Background: an optimization exercise with open tools, aiming at small area, a short achievable clock period and few clock cycles per item. Do not read the settings as production practice.
The RTL was checked by simulation tests, not by an equivalence proof against the original design.

--- run.sh ---
#!/bin/bash
# synth_recipe.tcl (not shown) runs the flow's synth.tcl, then flattens the netlist and writes it again
# the make line also repeats each setting of config.mk as NAME=value (left out here)
make -C /OpenROAD-flow-scripts/flow DESIGN_CONFIG=/design/flow/config.mk WORK_HOME=/design/flow/orfs CLKGATE_MAP_FILE= SYNTH_SCRIPT=/design/flow/synth_recipe.tcl finish
--- config.mk ---
export PLATFORM = sky130hd
export DESIGN_NAME = gradient_stop_colormap_unit
export DESIGN_NICKNAME = gradient_stop_colormap_unit
export VERILOG_FILES = /design/flow/design.v
export SDC_FILE = /design/flow/constraint.sdc
export NUM_CORES = 4
export LEC_CHECK = 0
export CAP_MARGIN = 20
export CORE_MARGIN = 2
export CORE_UTILIZATION = 40
export SLEW_MARGIN = 20
--- constraint.sdc ---
create_clock -name core_clock -period 9.0 [get_ports {clock}]
set_input_delay 1.8000 -clock core_clock [delete_from_list [all_inputs] [get_ports {clock}]]
set_output_delay 1.8000 -clock core_clock [all_outputs]
set_load 0.01 [all_outputs]
--- design.v ---
`timescale 1ns / 1ps
module gscm_front #(
   parameter int MAX_STOPS = 6
) (
   input  logic         clock,
   input  logic         reset,
   input  logic         csr_we,
   input  logic [2:0]   csr_index,
   input  logic [31:0]  csr_wdata,
   input  logic         in_valid,
   output logic         in_ready,
   input  logic [7:0]   in_level,
   output logic         out_valid,
   input  logic         out_ready,
   output logic [59:0]  out_item
);
   localparam int         STOP_REGS  = 6;
   localparam int         NUM_W      = 17;
   localparam int         CNT_W      = $clog2(MAX_STOPS + 1);
   localparam int         IDX_W      = $clog2(MAX_STOPS);
   localparam logic [3:0] MAX_CNT    = 4'(MAX_STOPS);
   localparam logic [7:0] LEVEL_MAX  = 8'hFF;
   logic [2:0]              stop_count_ff, stop_count_in;
   logic [MAX_STOPS*32-1:0] stops_ff, stops_in;
   logic                    a_valid_ff;
   logic [7:0]              a_span_ff, a_span_in;
   logic [7:0]              a_delta_ff, a_delta_in;
   logic [31:0]             a_sa_ff, a_sb_ff;
   logic                    b_valid_ff;
   logic [59:0]             b_item_ff, b_item_in;
   logic                    advance;
   logic [7:0]              lvl;
   logic [3:0]              cnt_ext;
   logic [CNT_W-1:0]        n_use;
   logic [IDX_W-1:0]        k_idx, kb_idx;
   logic [CNT_W-1:0]        k_next;
   logic                    stop_found;
   logic [31:0]             sa, sb;
   function automatic logic [NUM_W-1:0] mix_num(input logic [7:0] ca, input logic [7:0] cb,
                                                input logic [7:0] d, input logic [7:0] span);
      logic [15:0] prod_a;
      logic [15:0] prod_b;
      logic [15:0] num;
      prod_a  = {8'd0, ca} * {8'd0, 8'(span - d)};
      prod_b  = {8'd0, cb} * {8'd0, d};
      num     = prod_a + prod_b;
      mix_num = {num, 1'b0} + {9'd0, span};
   endfunction
   always_comb begin
      stop_count_in = stop_count_ff;
      stops_in      = stops_ff;
      if (csr_we) begin
         if (csr_index == 3'd0) begin
            stop_count_in = csr_wdata[2:0];
         end
         for (int i = 0; i < MAX_STOPS; i++) begin
            if ((i < STOP_REGS) && (csr_index == 3'(i + 1))) begin
               stops_in[i*32 +: 32] = csr_wdata;
            end
         end
      end
   end
   always_comb begin
      lvl     = (in_level > LEVEL_MAX) ? LEVEL_MAX : in_level;
      cnt_ext = {1'b0, stop_count_ff};
      if (cnt_ext == 4'd0) begin
         n_use = CNT_W'(1);
      end else if (cnt_ext > MAX_CNT) begin
         n_use = CNT_W'(MAX_STOPS);
      end else begin
         n_use = CNT_W'(cnt_ext);
      end
      k_idx      = '0;
      stop_found = 1'b0;
      for (int i = 1; i < MAX_STOPS; i++) begin
         if (!stop_found) begin
            if ((CNT_W'(i) < n_use) && (stops_ff[i*32 + 24 +: 8] < lvl)) begin
               k_idx = IDX_W'(i);
            end else begin
               stop_found = 1'b1;
            end
         end
      end
      k_next = CNT_W'(k_idx) + CNT_W'(1);
      kb_idx = (k_next < n_use) ? IDX_W'(k_next) : IDX_W'(n_use - CNT_W'(1));
      sa = '0;
      sb = '0;
      for (int i = 0; i < MAX_STOPS; i++) begin
         if (k_idx == IDX_W'(i)) begin
            sa = stops_ff[i*32 +: 32];
         end
         if (kb_idx == IDX_W'(i)) begin
            sb = stops_ff[i*32 +: 32];
         end
      end
      if (sb[31:24] > sa[31:24]) begin
         a_span_in = sb[31:24] - sa[31:24];
         if (lvl <= sa[31:24]) begin
            a_delta_in = 8'd0;
         end else if (lvl - sa[31:24] > a_span_in) begin
            a_delta_in = a_span_in;
         end else begin
            a_delta_in = lvl - sa[31:24];
         end
      end else begin
         a_span_in  = 8'd1;
         a_delta_in = 8'd0;
      end
   end
   always_comb begin
      advance   = !b_valid_ff || out_ready;
      b_item_in = {mix_num(a_sa_ff[23:16], a_sb_ff[23:16], a_delta_ff, a_span_ff),
                   mix_num(a_sa_ff[15:8],  a_sb_ff[15:8],  a_delta_ff, a_span_ff),
                   mix_num(a_sa_ff[7:0],   a_sb_ff[7:0],   a_delta_ff, a_span_ff),
                   a_span_ff, 1'b0};
   end
   assign in_ready  = advance;
   assign out_valid = b_valid_ff;
   assign out_item  = b_item_ff;
   always_ff @(posedge clock) begin
      if (reset) begin
         stop_count_ff <= 3'd2;
         stops_ff      <= '0;
         if (MAX_STOPS > 1) begin
            stops_ff[32 +: 32] <= 32'hFFFF_FFFF;
         end
         a_valid_ff    <= 1'b0;
         b_valid_ff    <= 1'b0;
      end else begin
         stop_count_ff <= stop_count_in;
         stops_ff      <= stops_in;
         if (advance) begin
            a_valid_ff <= in_valid;
            b_valid_ff <= a_valid_ff;
         end
      end
   end
   always_ff @(posedge clock) begin
      if (advance) begin
         a_span_ff  <= a_span_in;
         a_delta_ff <= a_delta_in;
         a_sa_ff    <= sa;
         a_sb_ff    <= sb;
         b_item_ff  <= b_item_in;
      end
   end
endmodule
`timescale 1ns / 1ps
module gscm_queue #(
   parameter int WIDTH = 60,
   parameter int DEPTH = 4
) (
   input  logic             clock,
   input  logic             reset,
   input  logic             in_valid,
   output logic             in_ready,
   input  logic [WIDTH-1:0] in_item,
   output logic             out_valid,
   input  logic             out_ready,
   output logic [WIDTH-1:0] out_item
);
   localparam int PTR_W = $clog2(DEPTH);
   localparam int CNT_W = $clog2(DEPTH + 1);
   logic [WIDTH-1:0]   slot_ff [DEPTH];
   logic [PTR_W-1:0]   wr_ptr_ff, wr_ptr_in;
   logic [PTR_W-1:0]   rd_ptr_ff, rd_ptr_in;
   logic [CNT_W-1:0]   count_ff, count_in;
   logic               push;
   logic               pop;
   always_comb begin
      push      = in_valid && in_ready;
      pop       = out_valid && out_ready;
      wr_ptr_in = wr_ptr_ff;
      rd_ptr_in = rd_ptr_ff;
      count_in  = count_ff;
      if (push) begin
         wr_ptr_in = (wr_ptr_ff == PTR_W'(DEPTH - 1)) ? '0 : wr_ptr_ff + PTR_W'(1);
      end
      if (pop) begin
         rd_ptr_in = (rd_ptr_ff == PTR_W'(DEPTH - 1)) ? '0 : rd_ptr_ff + PTR_W'(1);
      end
      if (push && !pop) begin
         count_in = count_ff + CNT_W'(1);
      end else if (pop && !push) begin
         count_in = count_ff - CNT_W'(1);
      end
   end
   assign in_ready  = (count_ff != CNT_W'(DEPTH));
   assign out_valid = (count_ff != '0);
   assign out_item  = slot_ff[rd_ptr_ff];
   always_ff @(posedge clock) begin
      if (reset) begin
         wr_ptr_ff <= '0;
         rd_ptr_ff <= '0;
         count_ff  <= '0;
      end else begin
         wr_ptr_ff <= wr_ptr_in;
         rd_ptr_ff <= rd_ptr_in;
         count_ff  <= count_in;
      end
   end
   always_ff @(posedge clock) begin
      if (push) begin
         slot_ff[wr_ptr_ff] <= in_item;
      end
   end
endmodule
`timescale 1ns / 1ps
module gscm_back (
   input  logic         clock,
   input  logic         reset,
   input  logic         in_valid,
   output logic         in_ready,
   input  logic [59:0]  in_item,
   output logic         out_valid,
   input  logic         out_ready,
   output logic [7:0]   out_red,
   output logic [7:0]   out_green,
   output logic [7:0]   out_blue
);
   localparam int STAGES   = 8;
   localparam int CHANNELS = 3;
   localparam int NUM_W    = 17;
   localparam int DEN_W    = 9;
   localparam int QUOT_W   = 8;
   logic [STAGES-1:0]                  vld_ff, vld_in;
   logic [STAGES*CHANNELS*NUM_W-1:0]   rem_ff, rem_in;
   logic [STAGES*CHANNELS*QUOT_W-1:0]  quo_ff, quo_in;
   logic [STAGES*DEN_W-1:0]            den_ff, den_in;
   logic                               advance;
   logic [CHANNELS*NUM_W-1:0]          src_rem;
   logic [CHANNELS*QUOT_W-1:0]         src_quo;
   logic [CHANNELS*QUOT_W-1:0]         new_quo;
   logic [DEN_W-1:0]                   src_den;
   logic                               src_vld;
   logic [NUM_W:0]                     dsh;
   logic [NUM_W:0]                     diff;
   always_comb begin
      advance = !vld_ff[STAGES-1] || out_ready;
      rem_in  = '0;
      quo_in  = '0;
      den_in  = '0;
      vld_in  = '0;
      for (int s = 0; s < STAGES; s++) begin
         if (s == 0) begin
            src_rem = {in_item[25:9], in_item[42:26], in_item[59:43]};
            src_quo = '0;
            src_den = in_item[8:0];
            src_vld = in_valid;
         end else begin
            src_rem = rem_ff[(s-1)*CHANNELS*NUM_W +: CHANNELS*NUM_W];
            src_quo = quo_ff[(s-1)*CHANNELS*QUOT_W +: CHANNELS*QUOT_W];
            src_den = den_ff[(s-1)*DEN_W +: DEN_W];
            src_vld = vld_ff[s-1];
         end
         dsh     = (NUM_W + 1)'(src_den) << (STAGES - 1 - s);
         new_quo = src_quo;
         for (int c = 0; c < CHANNELS; c++) begin
            diff = {1'b0, src_rem[c*NUM_W +: NUM_W]} - dsh;
            rem_in[(s*CHANNELS + c)*NUM_W +: NUM_W] = src_rem[c*NUM_W +: NUM_W];
            if (!diff[NUM_W]) begin
               rem_in[(s*CHANNELS + c)*NUM_W +: NUM_W] = diff[NUM_W-1:0];
               new_quo[c*QUOT_W + STAGES - 1 - s]      = 1'b1;
            end
         end
         quo_in[s*CHANNELS*QUOT_W +: CHANNELS*QUOT_W] = new_quo;
         den_in[s*DEN_W +: DEN_W] = src_den;
         vld_in[s]                = src_vld;
      end
   end
   assign in_ready  = advance;
   assign out_valid = vld_ff[STAGES-1];
   assign out_red   = quo_ff[(STAGES-1)*CHANNELS*QUOT_W + 0*QUOT_W +: QUOT_W];
   assign out_green = quo_ff[(STAGES-1)*CHANNELS*QUOT_W + 1*QUOT_W +: QUOT_W];
   assign out_blue  = quo_ff[(STAGES-1)*CHANNELS*QUOT_W + 2*QUOT_W +: QUOT_W];
   always_ff @(posedge clock) begin
      if (reset) begin
         vld_ff <= '0;
      end else if (advance) begin
         vld_ff <= vld_in;
      end
   end
   always_ff @(posedge clock) begin
      if (advance) begin
         rem_ff <= rem_in;
         quo_ff <= quo_in;
         den_ff <= den_in;
      end
   end
endmodule
`timescale 1ns / 1ps
module gradient_stop_colormap_unit #(
   parameter int MAX_STOPS = 6
) (
   input  logic         clock,
   input  logic         reset,
   input  logic         csr_we,
   input  logic [2:0]   csr_index,
   input  logic [31:0]  csr_wdata,
   input  logic         req_tvalid,
   output logic         req_tready,
   input  logic [7:0]   req_tdata,    
   output logic         rsp_tvalid,
   input  logic         rsp_tready,
   output logic [23:0]  rsp_tdata     
);
   logic        front_valid;
   logic        front_ready;
   logic [59:0] front_item;
   logic        queue_valid;
   logic        queue_ready;
   logic [59:0] queue_item;
   logic [7:0]  red;
   logic [7:0]  green;
   logic [7:0]  blue;
   gscm_front #(
      .MAX_STOPS (MAX_STOPS)
   ) u_front (
      .clock     (clock),
      .reset     (reset),
      .csr_we    (csr_we),
      .csr_index (csr_index),
      .csr_wdata (csr_wdata),
      .in_valid  (req_tvalid),
      .in_ready  (req_tready),
      .in_level  (req_tdata),
      .out_valid (front_valid),
      .out_ready (front_ready),
      .out_item  (front_item)
   );
   gscm_queue #(
      .WIDTH (60),
      .DEPTH (4)
   ) u_queue (
      .clock     (clock),
      .reset     (reset),
      .in_valid  (front_valid),
      .in_ready  (front_ready),
      .in_item   (front_item),
      .out_valid (queue_valid),
      .out_ready (queue_ready),
      .out_item  (queue_item)
   );
   gscm_back u_back (
      .clock     (clock),
      .reset     (reset),
      .in_valid  (queue_valid),
      .in_ready  (queue_ready),
      .in_item   (queue_item),
      .out_valid (rsp_tvalid),
      .out_ready (rsp_tready),
      .out_red   (red),
      .out_green (green),
      .out_blue  (blue)
   );
   assign rsp_tdata = {blue, green, red};
endmodule
==> summary.txt <==
Clock Root Buffer: clkbuf_16
Slew Viols, Final: 0
Worst Path Arrival: 9.13 ns
minimum clock period: 8.663 ns
Post-synth EDFFs: 844
Die ar.: 161900 um^2
CTS buffer count: 109
Mapped Cells: 5770
clk sink count: 1058
pin count of the biggest net entering global routing: 183
Ys Warns: 3
WS Path Type: in -> reg
Final Routed Wirelength: 149700 um
Total GRT Usage: 18.72%
area grow syn2layout: 12.07%
post-layout instance area: 71150 um^2
max-cap violations: 0
Routed Antenna Nets: 0
max incr delay on CP: 0.52 ns
Critical Path Slowest Stage Cell: clkdlybuf4s50_1
CTS tree: done
startpoint types: primary input
DRC: 0
first-pass GRT wire length: 239300 um
post-synthesis sequential area ratio: 46.67%
Hold Path Class: reg -> reg
clock slew seen by the registers of the worst setup and hold paths: 0.06 ns
CP required: 9.46 ns
endpoints failing hold: 0
main flop type after synthesis: edfxtp_1
syn_nets: 6612
via total after detailed routing: 42000
area leader, netlist: edfxtp_1
Remaining Overflow, GRT: 0
worst skew pair latency: 0.74 ns
CP Capture Type: flop
Finish-stage setup viols: 0
Async SR Flop Fraction: 0%
Core Rows: 146
fillers: 14500
clk buf depth: 3
Synth Register Bits: 1058
DIE WIDTH: 402.4 um
Fin Clk Skew: 0.06551 ns
Avg Cell Area, Syn: 11.00 um^2
IO Pins: 74
vias per cell: 5.203
1st-iter DRT viols: 2965
Placeable Area: 158000 um^2
Slew @ Worst Pin: 1.120 ns
Nets: 6754
drt pass-1 iters: 6
Synth area leaders: edfxtp_1 40%, fa_1 10%, ha_1 9.4%, dfxtp_1 6.7%, nand2_1 4.6%
DPL Wire Length: 110600 um
Distinct cells, synth: 86
Final period util: 96.26%
vias in the first global route: 43010
Placed Area: 67500 um^2
antenna violations before repair: 2
status: finished clean
top cell type's share of synthesized area: 39.92%
post-layout util: 45.03%
height of the die: 402.4 um
number of port buffers: 73
H-tree levels: 3
post-synthesis cell area: 63480 um^2
gpl congestion: 0.9524
Starting Density: 40.18%
CP max FO: 7
Max transition margin: 25.12%
DR WL/cell: 18.55 um
Max Fclk: 0.1154 GHz
layout cell share with drive strength beyond 1: 7.733%
[per-layer routing]
| metal | GRT usage [%] | vias to the layer above | wire, um |
|---|---|---|---|
| met3 | 2.585 | 243 | 6844 |
| met4 | 5.600 | 0 | 4503 |
| li1 | - | 20160 | - |
| met2 | 32.11 | 910 | 72670 |
| met5 | 0 | - | 0 |
| met1 | 24.60 | 20690 | 65730 |
[cell families (layout without fill, tap and decap cells)]
logic type | Yosys count | count (layout) | synth area share [%]
compound gates | 1005 | 1005 | 9.726
mux | 142 | 142 | 3.376
simple gates | 1718 | 1718 | 12.56
xor+xnor | 241 | 241 | 3.325
fa+ha+maj | 795 | 795 | 19.40
flops | 1058 | 1058 | 46.67
buf+inv | 811 | 1041 | 4.941
other cells | 0 | 1 | 0
[placed cells by master (no fill, tap or decap), types with 111 or more instances in the layout]
cell / instances
buf_4: 165
ha_1: 473
edfxtp_1: 844
o21ai_0: 183
and2_1: 214
fa_1: 316
clkbuf_16: 111
inv_1: 593
nor2_1: 322
a21oi_1: 444
dfxtp_1: 212
xnor2_1: 145
nand2_1: 782
[synth_stat cells (26+ instances only)]
| master | number |
|---|---|
| a21o_1 | 103 |
| a21oi_1 | 445 |
| a221oi_1 | 35 |
| and2_1 | 218 |
| clkbuf_1 | 173 |
| dfxtp_1 | 214 |
| edfxtp_1 | 844 |
| fa_1 | 316 |
| ha_1 | 478 |
| inv_1 | 595 |
| mux2i_1 | 72 |
| mux4_2 | 56 |
| nand2_1 | 784 |
| nand2b_1 | 84 |
| nand3_1 | 43 |
| nand3b_1 | 37 |
| nor2_1 | 329 |
| nor2b_1 | 84 |
| nor3_1 | 48 |
| o21ai_0 | 184 |
| o21bai_1 | 26 |
| o311ai_0 | 28 |
| xnor2_1 | 149 |
| xor2_1 | 92 |
[per-stage QoR]
step / TNS (ns) / instances / setup slack, ns / hold WS, ns
after detailed placement: -3.685 / 7870 / -0.4791 / 0.4045
after CTS: 0 / 8069 / 0.2518 / 0.4183
after floorplan: 0 / 5770 / 0.008813 / 0.4003
after global routing: -0.2142 / 8073 / -0.04089 / 0.4197
after global placement: -3.755 / 7870 / -0.4750 / 0.4010
final: 0 / 8073 / 0.3366 / 0.4136
[critical path: cells and delay by family]
kind                       cells  cell delay, ns
AOI/OAI and AO/OA             17            2.95
xor gates and xnor gates       1            0.11
adders and majority gates      6            1.68
buffers and inverters          7            1.20
muxes                          2            0.48
and+or+nand+nor                7            0.92
[registers in the layout (all words and copies together), names as in the netlist, 2 cells and up, named ones only]
name,flops
u_queue.count_ff,3
u_back.quo_ff,108
u_front.stop_count_ff,3
u_front.a_span_ff,8
u_back.vld_ff,8
u_queue.slot_ff,224
u_front.a_delta_ff,8
u_back.den_ff,49
u_queue.rd_ptr_ff,2
u_front.stops_ff,192
u_back.rem_ff,343
u_front.a_sb_ff,24
u_front.a_sa_ff,24
u_queue.wr_ptr_ff,2
u_front.b_item_ff,56
[worst paths after layout]
| check | from | to | slack, ns | cells after the start |
|---|---|---|---|---|
| worst max-delay path | req_tdata[5] | u_front.a_delta_ff[0] | 0.34 | 40 |
| worst min-delay path | u_back.rem_ff[69] | u_back.rem_ff[120] | 0.41 | 0 |
| worst max register to register | u_front.a_span_ff[1] | u_front.b_item_ff[59] | 0.62 | 27 |
| worst min register to register | u_back.rem_ff[69] | u_back.rem_ff[120] | 0.41 | 0 |
[layout make-up]
type	instances	area [um^2]	area share, %
diodes	1	2.502	0.003517
multi-input cells	3901	31060	43.66
clock buffers	142	2914	4.096
clock inverters	57	593.1	0.8336
inverters	598	2271	3.192
repair buffers	244	2082	2.926
flip-flops and latches	1058	29630	41.65
well taps	2072	2592	3.644
[repair_timing]
item,in CTS,in global routing
hold buffers,0,0
gates resized for setup,0,20
endpoints found under the setup margin,0,8
endpoints found under the hold margin,0,0
setup buffers,0,3
Testbench counts, summed over its fixed seeds: cycles 18,403, items 16,000.

port drivers added, routing unchanged:
The flow's constraints put no driver on any port. The routed layout listed below was extracted and timed again, unchanged, in two steps. Step 1: set_driving_cell puts a clkbuf_16 on clock and a buf_2 on each other input, an assumption about the parent block. Step 2 also shifts input and output timing later by t, the mid clock arrival at the registers, as if the neighbouring blocks saw the same clock. Slacks: no drivers / after step 1 / after step 2; pairs: no drivers / after step 1.
shift t [ns]: 0.780
setup WS [ns]: 0.337 / 0.389 / -0.391
clock arrival spread, ns: 0.066 / 0.066
Met with ideal ports but missed after step 2: setup timing in this run. For this run, drivers alone change the setup slack by +0.052 ns; drivers and shift together by -0.728 ns.
